This design comes from an exercise in tuning for a short achievable clock period and few clock cycles on the open sky130 flow, not from production work. In this exercise RTL edits were held to simulation tests only and were not proved equivalent to the original. Power figures rest on the tool's default switching activity, not on a simulated workload.

==> design/flow/run.sh <==
#!/bin/bash
# synth_recipe.tcl (not shown) runs the flow's synth.tcl, then flattens the netlist and writes it again
# the make line also repeats each setting of config.mk as NAME=value (left out here)
make -C /OpenROAD-flow-scripts/flow DESIGN_CONFIG=/design/flow/config.mk WORK_HOME=/design/flow/orfs CLKGATE_MAP_FILE= SYNTH_SCRIPT=/design/flow/synth_recipe.tcl finish
==> design/flow/config.mk <==
export PLATFORM = sky130hd
export DESIGN_NAME = cpu
export DESIGN_NICKNAME = cpu
export VERILOG_FILES = /design/flow/design.v
export SDC_FILE = /design/flow/constraint.sdc
export NUM_CORES = 4
export LEC_CHECK = 0
export CAP_MARGIN = 20
export CORE_MARGIN = 2
export CORE_UTILIZATION = 40
export SLEW_MARGIN = 20
==> design/flow/constraint.sdc <==
create_clock -name core_clock -period 12.0 [get_ports {clk}]
set_input_delay 2.4000 -clock core_clock [delete_from_list [all_inputs] [get_ports {clk}]]
set_output_delay 2.4000 -clock core_clock [all_outputs]
set_load 0.01 [all_outputs]
==> design/flow/design.v <==
package tiny_cpu_pkg;
  localparam int data_w        = 8;     
  localparam int mem_depth     = 256;   
  localparam int reg_count     = 4;
  localparam int reg_addr_bits = $clog2(reg_count);
  localparam logic [reg_addr_bits-1:0] link_reg = 2'd3;   
  localparam logic [1:0] wb_alu     = 2'd0;
  localparam logic [1:0] wb_operand = 2'd1;
  localparam logic [1:0] wb_mem     = 2'd2;
  localparam logic [1:0] wb_link    = 2'd3;
  typedef enum logic [3:0] {
    op_add  = 4'h0,
    op_sub  = 4'h1,
    op_and  = 4'h2,
    op_or   = 4'h3,
    op_xor  = 4'h4,
    op_shl  = 4'h5,
    op_mov  = 4'h6,
    op_li   = 4'h7,
    op_lw   = 4'h8,
    op_sw   = 4'h9,
    op_beq  = 4'hA,
    op_bne  = 4'hB,
    op_j    = 4'hC,
    op_jal  = 4'hD,
    op_jr   = 4'hE,
    op_halt = 4'hF
  } opcode_t;
  typedef enum logic [1:0] {
    fetch   = 2'd0,
    operand = 2'd1,
    exec    = 2'd2,
    mem     = 2'd3
  } cpu_state_t;
  typedef enum logic [1:0] {
    pc_seq = 2'd0,
    pc_rel = 2'd1,
    pc_abs = 2'd2,
    pc_reg = 2'd3
  } pc_sel_t;
  typedef struct packed {
    logic [data_w-1:0] addr;
    logic [data_w-1:0] data;
  } load_t;
  typedef struct packed {
    opcode_t                  alu_op;
    logic                     reg_w_en;
    logic [1:0]               wb_sel;
    logic                     mem_w_en;
    logic                     mem_r_en;
    logic [reg_addr_bits-1:0] reg_addr_w;
    logic [reg_addr_bits-1:0] reg_addr_0;
    logic [reg_addr_bits-1:0] reg_addr_1;
  } ctrl_t;
  typedef struct packed {
    logic [data_w-1:0]        pc;
    opcode_t                  opcode;
    logic                     reg_w_en;
    logic [reg_addr_bits-1:0] reg_addr_w;
    logic [data_w-1:0]        reg_data_w;
    logic                     mem_w_en;
    logic [data_w-1:0]        mem_addr;
    logic [data_w-1:0]        mem_data;
    logic                     overflow;
  } retire_t;
endpackage
module instruction_mem
(
  input  logic              clk,
  input  logic              reset,
  input  logic              run,
  input  logic              load_req,
  input  tiny_cpu_pkg::load_t             load,
  output logic              load_ack,
  input  logic [tiny_cpu_pkg::data_w-1:0] pc,
  output logic [tiny_cpu_pkg::data_w-1:0] instruction,
  output logic [tiny_cpu_pkg::data_w-1:0] operand_byte
);
  logic [tiny_cpu_pkg::data_w-1:0] prog [tiny_cpu_pkg::mem_depth];
  logic              load_write;
  assign load_write = load_req && !load_ack && !run;
  always_ff @(posedge clk)
  begin
    if (reset)
      load_ack <= 1'b0;
    else if (load_write)
      load_ack <= 1'b1;
    else if (!load_req)
      load_ack <= 1'b0;
  end
  always_ff @(posedge clk)
  begin
    if (load_write)
      prog[load.addr] <= load.data;
  end
  assign instruction  = prog[pc];
  assign operand_byte = prog[pc + 8'd1];   
endmodule
module control_unit
(
  input  logic              clk,
  input  logic              reset,
  input  logic              run,
  input  logic [tiny_cpu_pkg::data_w-1:0] instruction,
  input  logic [tiny_cpu_pkg::data_w-1:0] operand_byte,
  input  logic              equal,
  input  logic              overflow,
  input  logic [tiny_cpu_pkg::data_w-1:0] pc,
  input  logic [tiny_cpu_pkg::data_w-1:0] reg_data_w,
  input  logic [tiny_cpu_pkg::data_w-1:0] mem_addr,
  input  logic [tiny_cpu_pkg::data_w-1:0] mem_data,
  output tiny_cpu_pkg::ctrl_t             ctrl,
  output logic              pc_load,
  output tiny_cpu_pkg::pc_sel_t           pc_sel,
  output logic [tiny_cpu_pkg::data_w-1:0] operand,
  output logic              retire_valid,
  output tiny_cpu_pkg::retire_t           retire,
  output logic              halted
);
  tiny_cpu_pkg::cpu_state_t               state;
  logic [tiny_cpu_pkg::data_w-1:0]        instr_q;
  logic [tiny_cpu_pkg::data_w-1:0]        pc_q;   
  tiny_cpu_pkg::opcode_t                  op;
  tiny_cpu_pkg::opcode_t                  fetch_op;
  logic [tiny_cpu_pkg::reg_addr_bits-1:0] rd;
  logic [tiny_cpu_pkg::reg_addr_bits-1:0] rs;
  logic                     two_byte;
  logic                     branch_taken;
  assign op       = tiny_cpu_pkg::opcode_t'(instr_q[7:4]);
  assign rd       = instr_q[3:2];
  assign rs       = instr_q[1:0];
  assign fetch_op = tiny_cpu_pkg::opcode_t'(instruction[7:4]);
  assign two_byte = (fetch_op == tiny_cpu_pkg::op_li)  || (fetch_op == tiny_cpu_pkg::op_beq) ||
                    (fetch_op == tiny_cpu_pkg::op_bne) || (fetch_op == tiny_cpu_pkg::op_j)   ||
                    (fetch_op == tiny_cpu_pkg::op_jal);
  assign branch_taken = (op == tiny_cpu_pkg::op_beq && equal) || (op == tiny_cpu_pkg::op_bne && !equal);
  always_ff @(posedge clk)
  begin
    if (reset)
    begin
      state   <= tiny_cpu_pkg::fetch;
      instr_q <= '0;
      operand <= '0;
      halted  <= 1'b0;
    end
    else if (!run)
    begin
      state   <= tiny_cpu_pkg::fetch;
      operand <= '0;   
    end
    else
    begin
      case (state)
        tiny_cpu_pkg::fetch:
          if (!halted)
          begin
            instr_q <= instruction;
            pc_q    <= pc;
            state   <= two_byte ? tiny_cpu_pkg::operand : tiny_cpu_pkg::exec;
          end
        tiny_cpu_pkg::operand:
        begin
          operand <= operand_byte;
          state   <= tiny_cpu_pkg::exec;
        end
        tiny_cpu_pkg::exec:
        begin
          state <= (op == tiny_cpu_pkg::op_lw) ? tiny_cpu_pkg::mem : tiny_cpu_pkg::fetch;
          if (op == tiny_cpu_pkg::op_halt)
            halted <= 1'b1;
        end
        default:
          state <= tiny_cpu_pkg::fetch;   
      endcase
    end
  end
  always_comb
  begin
    ctrl            = '0;
    ctrl.alu_op     = op;
    ctrl.reg_addr_0 = (op == tiny_cpu_pkg::op_lw) ? rs : rd;   
    ctrl.reg_addr_1 = rs;
    ctrl.reg_addr_w = (op == tiny_cpu_pkg::op_jal) ? tiny_cpu_pkg::link_reg : rd;
    ctrl.wb_sel     = tiny_cpu_pkg::wb_alu;
    pc_load         = 1'b0;
    pc_sel          = tiny_cpu_pkg::pc_seq;
    retire_valid    = 1'b0;
    if (!run)
    begin
      pc_load = 1'b1;
      pc_sel  = tiny_cpu_pkg::pc_abs;
    end
    else
    begin
      case (state)
        tiny_cpu_pkg::operand:
          pc_load = 1'b1;   
        tiny_cpu_pkg::exec:
        begin
          case (op)
            tiny_cpu_pkg::op_add, tiny_cpu_pkg::op_sub, tiny_cpu_pkg::op_and, tiny_cpu_pkg::op_or, tiny_cpu_pkg::op_xor, tiny_cpu_pkg::op_shl, tiny_cpu_pkg::op_mov:
              ctrl.reg_w_en = 1'b1;
            tiny_cpu_pkg::op_li:
            begin
              ctrl.reg_w_en = 1'b1;
              ctrl.wb_sel   = tiny_cpu_pkg::wb_operand;
            end
            tiny_cpu_pkg::op_lw:
              ctrl.mem_r_en = 1'b1;
            tiny_cpu_pkg::op_sw:
              ctrl.mem_w_en = 1'b1;
            tiny_cpu_pkg::op_beq, tiny_cpu_pkg::op_bne:
              if (branch_taken)
                pc_sel = tiny_cpu_pkg::pc_rel;
            tiny_cpu_pkg::op_j:
              pc_sel = tiny_cpu_pkg::pc_abs;
            tiny_cpu_pkg::op_jal:
            begin
              pc_sel        = tiny_cpu_pkg::pc_abs;
              ctrl.reg_w_en = 1'b1;
              ctrl.wb_sel   = tiny_cpu_pkg::wb_link;
            end
            tiny_cpu_pkg::op_jr:
              pc_sel = tiny_cpu_pkg::pc_reg;
            default: ;
          endcase
          pc_load      = (op != tiny_cpu_pkg::op_lw);
          retire_valid = (op != tiny_cpu_pkg::op_lw);
        end
        tiny_cpu_pkg::mem:
        begin
          ctrl.reg_w_en = 1'b1;
          ctrl.wb_sel   = tiny_cpu_pkg::wb_mem;
          pc_load       = 1'b1;
          retire_valid  = 1'b1;
        end
        default: ;
      endcase
    end
  end
  always_comb
  begin
    retire.pc         = pc_q;
    retire.opcode     = op;
    retire.reg_w_en   = ctrl.reg_w_en;
    retire.reg_addr_w = ctrl.reg_w_en ? ctrl.reg_addr_w : '0;
    retire.reg_data_w = ctrl.reg_w_en ? reg_data_w : '0;
    retire.mem_w_en   = ctrl.mem_w_en;
    retire.mem_addr   = (op == tiny_cpu_pkg::op_lw || op == tiny_cpu_pkg::op_sw) ? mem_addr : '0;
    retire.mem_data   = ctrl.mem_w_en ? mem_data : '0;
    retire.overflow   = overflow;   
  end
endmodule
module alu
(
  input  tiny_cpu_pkg::opcode_t           alu_op,
  input  logic [tiny_cpu_pkg::data_w-1:0] in0,
  input  logic [tiny_cpu_pkg::data_w-1:0] in1,
  output logic [tiny_cpu_pkg::data_w-1:0] out,
  output logic              overflow,
  output logic              equal
);
  logic [tiny_cpu_pkg::data_w-1:0] sum;
  logic [tiny_cpu_pkg::data_w-1:0] diff;
  assign sum   = in0 + in1;
  assign diff  = in0 - in1;
  assign equal = (in0 == in1);   
  always_comb
  begin
    overflow = 1'b0;
    case (alu_op)
      tiny_cpu_pkg::op_add:
      begin
        out      = sum;
        overflow = (in0[tiny_cpu_pkg::data_w-1] == in1[tiny_cpu_pkg::data_w-1]) && (sum[tiny_cpu_pkg::data_w-1] != in0[tiny_cpu_pkg::data_w-1]);
      end
      tiny_cpu_pkg::op_sub:
      begin
        out      = diff;
        overflow = (in0[tiny_cpu_pkg::data_w-1] != in1[tiny_cpu_pkg::data_w-1]) && (diff[tiny_cpu_pkg::data_w-1] != in0[tiny_cpu_pkg::data_w-1]);
      end
      tiny_cpu_pkg::op_and: out = in0 & in1;
      tiny_cpu_pkg::op_or:  out = in0 | in1;
      tiny_cpu_pkg::op_xor: out = in0 ^ in1;
      tiny_cpu_pkg::op_shl: out = in0 << in1[2:0];   
      tiny_cpu_pkg::op_mov: out = in1;
      default: out = '0;
    endcase
  end
endmodule
module register_file
(
  input  logic                     clk,
  input  logic                     reset,
  input  logic [tiny_cpu_pkg::reg_addr_bits-1:0] reg_addr_0,
  input  logic [tiny_cpu_pkg::reg_addr_bits-1:0] reg_addr_1,
  input  logic [tiny_cpu_pkg::reg_addr_bits-1:0] reg_addr_w,
  input  logic                     reg_w_en,
  input  logic [tiny_cpu_pkg::data_w-1:0]        reg_data_w,
  output logic [tiny_cpu_pkg::data_w-1:0]        reg_data_0,
  output logic [tiny_cpu_pkg::data_w-1:0]        reg_data_1
);
  logic [tiny_cpu_pkg::data_w-1:0] regs [tiny_cpu_pkg::reg_count];
  always_ff @(posedge clk)
  begin
    if (reset)
    begin
      for (int i = 0; i < tiny_cpu_pkg::reg_count; i++)
        regs[i] <= '0;
    end
    else if (reg_w_en)
      regs[reg_addr_w] <= reg_data_w;
  end
  assign reg_data_0 = regs[reg_addr_0];
  assign reg_data_1 = regs[reg_addr_1];
endmodule
module data_mem
(
  input  logic              clk,
  input  logic [tiny_cpu_pkg::data_w-1:0] data_address,
  input  logic [tiny_cpu_pkg::data_w-1:0] write_data,
  input  logic              write_enable,
  input  logic              read_enable,
  output logic [tiny_cpu_pkg::data_w-1:0] read_data
);
  logic [tiny_cpu_pkg::data_w-1:0] bytes [tiny_cpu_pkg::mem_depth];
  always_ff @(posedge clk)
  begin
    if (write_enable)
      bytes[data_address] <= write_data;
  end
  always_ff @(posedge clk)
  begin
    if (read_enable)
      read_data <= bytes[data_address];
  end
endmodule
module program_counter
(
  input  logic              clk,
  input  logic              reset,
  input  logic              pc_load,
  input  tiny_cpu_pkg::pc_sel_t           pc_sel,
  input  logic [tiny_cpu_pkg::data_w-1:0] jump_offset,
  input  logic [tiny_cpu_pkg::data_w-1:0] reg_target,
  output logic [tiny_cpu_pkg::data_w-1:0] pc
);
  logic [tiny_cpu_pkg::data_w-1:0] pc_next;
  always_comb
  begin
    case (pc_sel)
      tiny_cpu_pkg::pc_seq:  pc_next = pc + 8'd1;
      tiny_cpu_pkg::pc_rel:  pc_next = pc + 8'd1 + jump_offset;   
      tiny_cpu_pkg::pc_abs:  pc_next = jump_offset;
      default: pc_next = reg_target;   
    endcase
  end
  always_ff @(posedge clk)
  begin
    if (reset)
      pc <= '0;
    else if (pc_load)
      pc <= pc_next;
  end
endmodule
module cpu
(
  input  logic    clk,
  input  logic    reset,
  input  logic    run,
  input  logic    load_req,
  input  logic [15:0] load,         
  output logic    load_ack,
  output logic    retire_valid,
  output logic [40:0] retire,       
  output logic    halted
);
  tiny_cpu_pkg::load_t   load_s;
  tiny_cpu_pkg::retire_t retire_s;
  assign load_s = load;
  assign retire = retire_s;
  logic [tiny_cpu_pkg::data_w-1:0] pc;
  logic [tiny_cpu_pkg::data_w-1:0] instruction;
  logic [tiny_cpu_pkg::data_w-1:0] operand_byte;
  logic [tiny_cpu_pkg::data_w-1:0] operand;
  tiny_cpu_pkg::ctrl_t             ctrl;
  logic              pc_load;
  tiny_cpu_pkg::pc_sel_t           pc_sel;
  logic [tiny_cpu_pkg::data_w-1:0] reg_data_0;
  logic [tiny_cpu_pkg::data_w-1:0] reg_data_1;
  logic [tiny_cpu_pkg::data_w-1:0] reg_data_w;   
  logic [tiny_cpu_pkg::data_w-1:0] alu_result;
  logic              overflow;
  logic              equal;
  logic [tiny_cpu_pkg::data_w-1:0] mem_read_data;
  always_comb
  begin
    case (ctrl.wb_sel)
      tiny_cpu_pkg::wb_alu:     reg_data_w = alu_result;
      tiny_cpu_pkg::wb_operand: reg_data_w = operand;
      tiny_cpu_pkg::wb_mem:     reg_data_w = mem_read_data;
      default:    reg_data_w = pc + 8'd1;   
    endcase
  end
  instruction_mem u_imem (
    .clk, .reset, .run, .load_req, .load(load_s), .load_ack,
    .pc, .instruction, .operand_byte
  );
  control_unit u_ctrl (
    .clk, .reset, .run, .instruction, .operand_byte, .equal, .overflow, .pc,
    .reg_data_w, .mem_addr(reg_data_0), .mem_data(reg_data_1),
    .ctrl, .pc_load, .pc_sel, .operand, .retire_valid, .retire(retire_s), .halted
  );
  alu u_alu (
    .alu_op(ctrl.alu_op), .in0(reg_data_0), .in1(reg_data_1),
    .out(alu_result), .overflow, .equal
  );
  register_file u_regs (
    .clk, .reset,
    .reg_addr_0(ctrl.reg_addr_0), .reg_addr_1(ctrl.reg_addr_1),
    .reg_addr_w(ctrl.reg_addr_w), .reg_w_en(ctrl.reg_w_en),
    .reg_data_w, .reg_data_0, .reg_data_1
  );
  data_mem u_dmem (
    .clk, .data_address(reg_data_0), .write_data(reg_data_1),
    .write_enable(ctrl.mem_w_en), .read_enable(ctrl.mem_r_en),
    .read_data(mem_read_data)
  );
  program_counter u_pc (
    .clk, .reset, .pc_load, .pc_sel,
    .jump_offset(operand), .reg_target(reg_data_1), .pc
  );
endmodule
==> flow_metrics.tcl <==
set metrics [dict create \
    p_sw_mw 9.40 \
    grt_overflow_total 0 \
    tightest_slew_ps 1340 \
    cts_buffers 414 \
    core_sq_mm 0.456 \
    total_power_mw 34.6 \
    p_seq_share_pct 47.2 \
    finalMaxSlewViolations 0 \
    yosys_register_bits 4182 \
    grt_pass1_wl_um 822000 \
    period_minus_slack_ps 9690 \
    p_leak_nw 62.6 \
    crit_path_cell_trace "or4b_1 > mux2i_1 > or3_4 > nand2_8 > inv_16 > ha_1 > inv_1 > fa_1 > o21bai_1 > a21oi_1 > nor2_1 > nor2_1 > nor2_1 > nor2_1 > a221o_1 > a221oi_1 > a21oi_1 > o221ai_1 > inv_1 > clkdlybuf4s50_1" \
    crit_path_max_fanout 75 \
    initial_core_util_pct 40.1 \
    hold_viol 0 \
    clock-sinks 4182 \
    grt_pass1_vias 107000 \
    cts_resized 0 \
    wl_um 585000 \
    cp.arrival_ps 7290 \
    clockPowerShare_pct 37.3 \
    die_w_um 680 \
    cts_hold_buf 0 \
    totalNegativeSetupSlack_ps 0 \
    grt_start_max_net_pins 210 \
    cts_buffer_depth 4 \
    via_count 110000 \
    dr.first_iter.drc_count 16700 \
    critical-path-top-delay-family "simple AND/OR/NAND/NOR gates" \
    synth_edf_count 4144 \
    dp_worst_setup_slack_ps 3370 \
    core.rowCount 248 \
    reg.largest.list "u_dmem.bytes: 2048 flops, u_imem.prog: 2048 flops, u_regs.regs: 32 flops" \
    yosysSeqAreaShare_pct 68.6 \
    peakVddDrop_mv 0.146 \
    fin_skew_ps 58.7 \
    async_flop_share_pct 0 \
    synth_ff_type "edfxtp_1" \
    yosysWarnings 7 \
    slew_headroom_pct 10.0 \
    slowest_stage "or4b_1" \
    htreeDepth 5 \
    clock_latency_ps 1020 \
    ios 64 \
    power_density_mw_per_mm2 170 \
    hpwl_um 361000 \
    worstPathRequired_ps 9600 \
    vias_per_cell 6.34 \
    setup_slack_ps 2310 \
    die_area_sq_mm 0.462 \
    clk_pin_slew_ps 60 \
    syn_avg_cell_area_sq_um 16.4 \
    io_buffers 63 \
    setup-violations-final 0 \
    drc_errors 0 \
    outcome "timing/DRC/antenna clean" \
    antenna_found_initial 31 \
    finalInstanceArea_sq_mm 0.203 \
    p_int_mw 25.2 \
    sw_frac_of_total_pct 27.1 \
    synth_cell_types 80 \
    dpl_cell_area_sq_mm 0.190 \
    cts_setup_buffers 0 \
    path_buf_inv 4 \
    dr.pass1.iters 9 \
    wl_per_cell_um 33.7 \
    drive_above_1_share_pct 19.3 \
    end_kind "output port" \
    max_cap_violations 0 \
    drtAntennaViolNets 0 \
    synth_nets 11200 \
    fmax_mhz 103 \
    worstSetupPathType "flop to output port" \
    postSynthCellCount 11100 \
    grt_usage_pct 24.7 \
    layout.nets 11100 \
    comb_power_share_pct 15.5 \
    fp.dieH_um 680 \
    root_buffer "clkbuf_16" \
    finalCritPeriodShare_pct 80.8 \
    grt_setup_unrepaired "no" \
    hp-class "flop to flop" \
    gp_congestion 0.898 \
    cpPeakStageDelay_ps 790 \
    start_kind "flop" \
    cts_tree "yes" \
    syn_area_sq_mm 0.183 \
    crit_top_cell "nor2_1" \
    area_growth_pct 11.3 \
    r2r_slack_ps 4040 \
]
## Yosys cell counts, types with 58 or more instances
cell type / number / area, sq um
a32oi_1: 74 / 648
a31oi_1: 209 / 1310
clkbuf_1: 371 / 1390
edfxtp_1: 4144 / 124000
mux2i_1: 250 / 2500
nand4_1: 58 / 363
nand3_1: 486 / 2430
and3_1: 206 / 1290
buf_2: 249 / 1250
a311oi_1: 138 / 1210
buf_1: 165 / 619
mux4_2: 1257 / 28300
nand2_1: 1813 / 6810
o21ai_0: 85 / 425
a21oi_1: 161 / 806
nor2_1: 676 / 2540
a211oi_1: 164 / 1230
## tightest hold or removal path, stage by stage (launching register included)
cell and delay [ps]:
dfxtp_1 330, nor2b_1 110, nor3b_1 50
## final timing paths
| check | cells past startpoint | end | from |
|---|---|---|---|
| worst max-delay path | 20 | retire[24] | u_ctrl.instr_q[4] |
| worst min-delay path | 2 | u_imem.load_ack | u_imem.load_ack |
| worst max register to register | 16 | u_dmem.read_data[7] | u_ctrl.instr_q[4] |
| worst min register to register | 2 | u_imem.load_ack | u_imem.load_ack |
## per-layer routing
metal / track usage, % / share of wire (%) / vias up
li1: - / - / 44300
met1: 32.8 / 37 / 57600
met2: 39.1 / 47 / 7039
met3: 5.03 / 9.9 / 1236
met4: 11.7 / 5.4 / 28
met5: 0 / 0.031 / -
## cell usage in the layout (no fill, tap or decap), types with 39 or more instances in the layout
cell,n
bufinv_16,39
nand2_1,1811
and3_1,206
clkinv_1,98
nand4_1,58
nand3_1,485
a32oi_1,74
nor2_1,659
mux4_2,1247
clkbuf_16,419
a211oi_1,160
a21oi_1,161
inv_1,39
o21ai_0,82
o22ai_1,42
clkdlybuf4s50_1,55
clkbuf_1,84
mux2i_1,249
buf_4,241
a31oi_1,209
a22oi_1,46
clkinv_2,71
a311oi_1,138
edfxtp_1,4144
## cell families (layout without fill, tap and decap cells)
| logic type | after synthesis | count (layout) | synth area share (%) |
|---|---|---|---|
| flops | 4182 | 4182 | 68.6 |
| simple gates | 3401 | 3401 | 7.92 |
| mux | 1515 | 1515 | 16.9 |
| compound gates | 1077 | 1077 | 4.16 |
| buf+inv | 877 | 1138 | 2.09 |
| fa+ha+maj | 36 | 36 | 0.259 |
| xor+xnor | 15 | 15 | 0.0719 |
| other cells | 0 | 18 | 0 |
## power groups by stage
stage	registers (mW)	logic, mW	clock network, mW
floorplan	16.7	3.24	0
global placement	16.6	5.23	0
detailed placement	16.6	5.29	0
CTS	16.3	5.31	13.0
global route	16.3	5.60	13.5
finish	16.3	5.37	12.9
## layout make-up
| cell class | instances | area (sq um) |
|---|---|---|
| Antenna cell | 18 | 45.0 |
| Clock buffer | 503 | 10800 |
| Clock inverter | 248 | 2370 |
| Fill cell | 39000 | 252000 |
| Inverter | 48 | 215 |
| Multi-Input combinational cell | 6044 | 53900 |
| Sequential cell | 4182 | 125000 |
| Tap cell | 6000 | 7510 |
| Timing Repair Buffer | 339 | 3120 |
## metrics by stage
| stage | hold WS [ps] | cells | util, % |
|---|---|---|---|
| 6_report | 532 | 17400 | 44.6 |
| 5_1_grt | 559 | 17400 | 44.6 |
| 4_1_cts | 540 | 17400 | 44.6 |
| 3_5_place_dp | 531 | 16600 | 41.7 |
| 3_3_place_gp | 521 | 16600 | 41.6 |
| 2_1_floorplan | 435 | 11100 | - |
Testbench counts, summed over its fixed seeds: cycles 163,323.

-- port drivers added, routing unchanged --
Ports are ideal in the flow. The routed layout listed here was re-timed in OpenROAD. Step 1: set_driving_cell puts a clkbuf_16 on clk and a buf_2 on each other input, an assumption about the parent block. Step 2 also shifts input and output timing later by t, the mid clock arrival at the registers, as if the neighbouring blocks saw the same clock. a / b / c = ideal / step 1 / step 2; a / b = the first two.
shift t [ns]: 1.105
slack for setup (ns): 2.308 / 2.185 / 3.290
worst setup path after step 2: register to output
worst data-port slew with drivers (ns): 0.10
pins driven straight from the clock port: 1
After both steps setup and hold are still met in this run. The setup slack of this run moves by -0.123 ns with the drivers and by +0.982 ns with both steps.
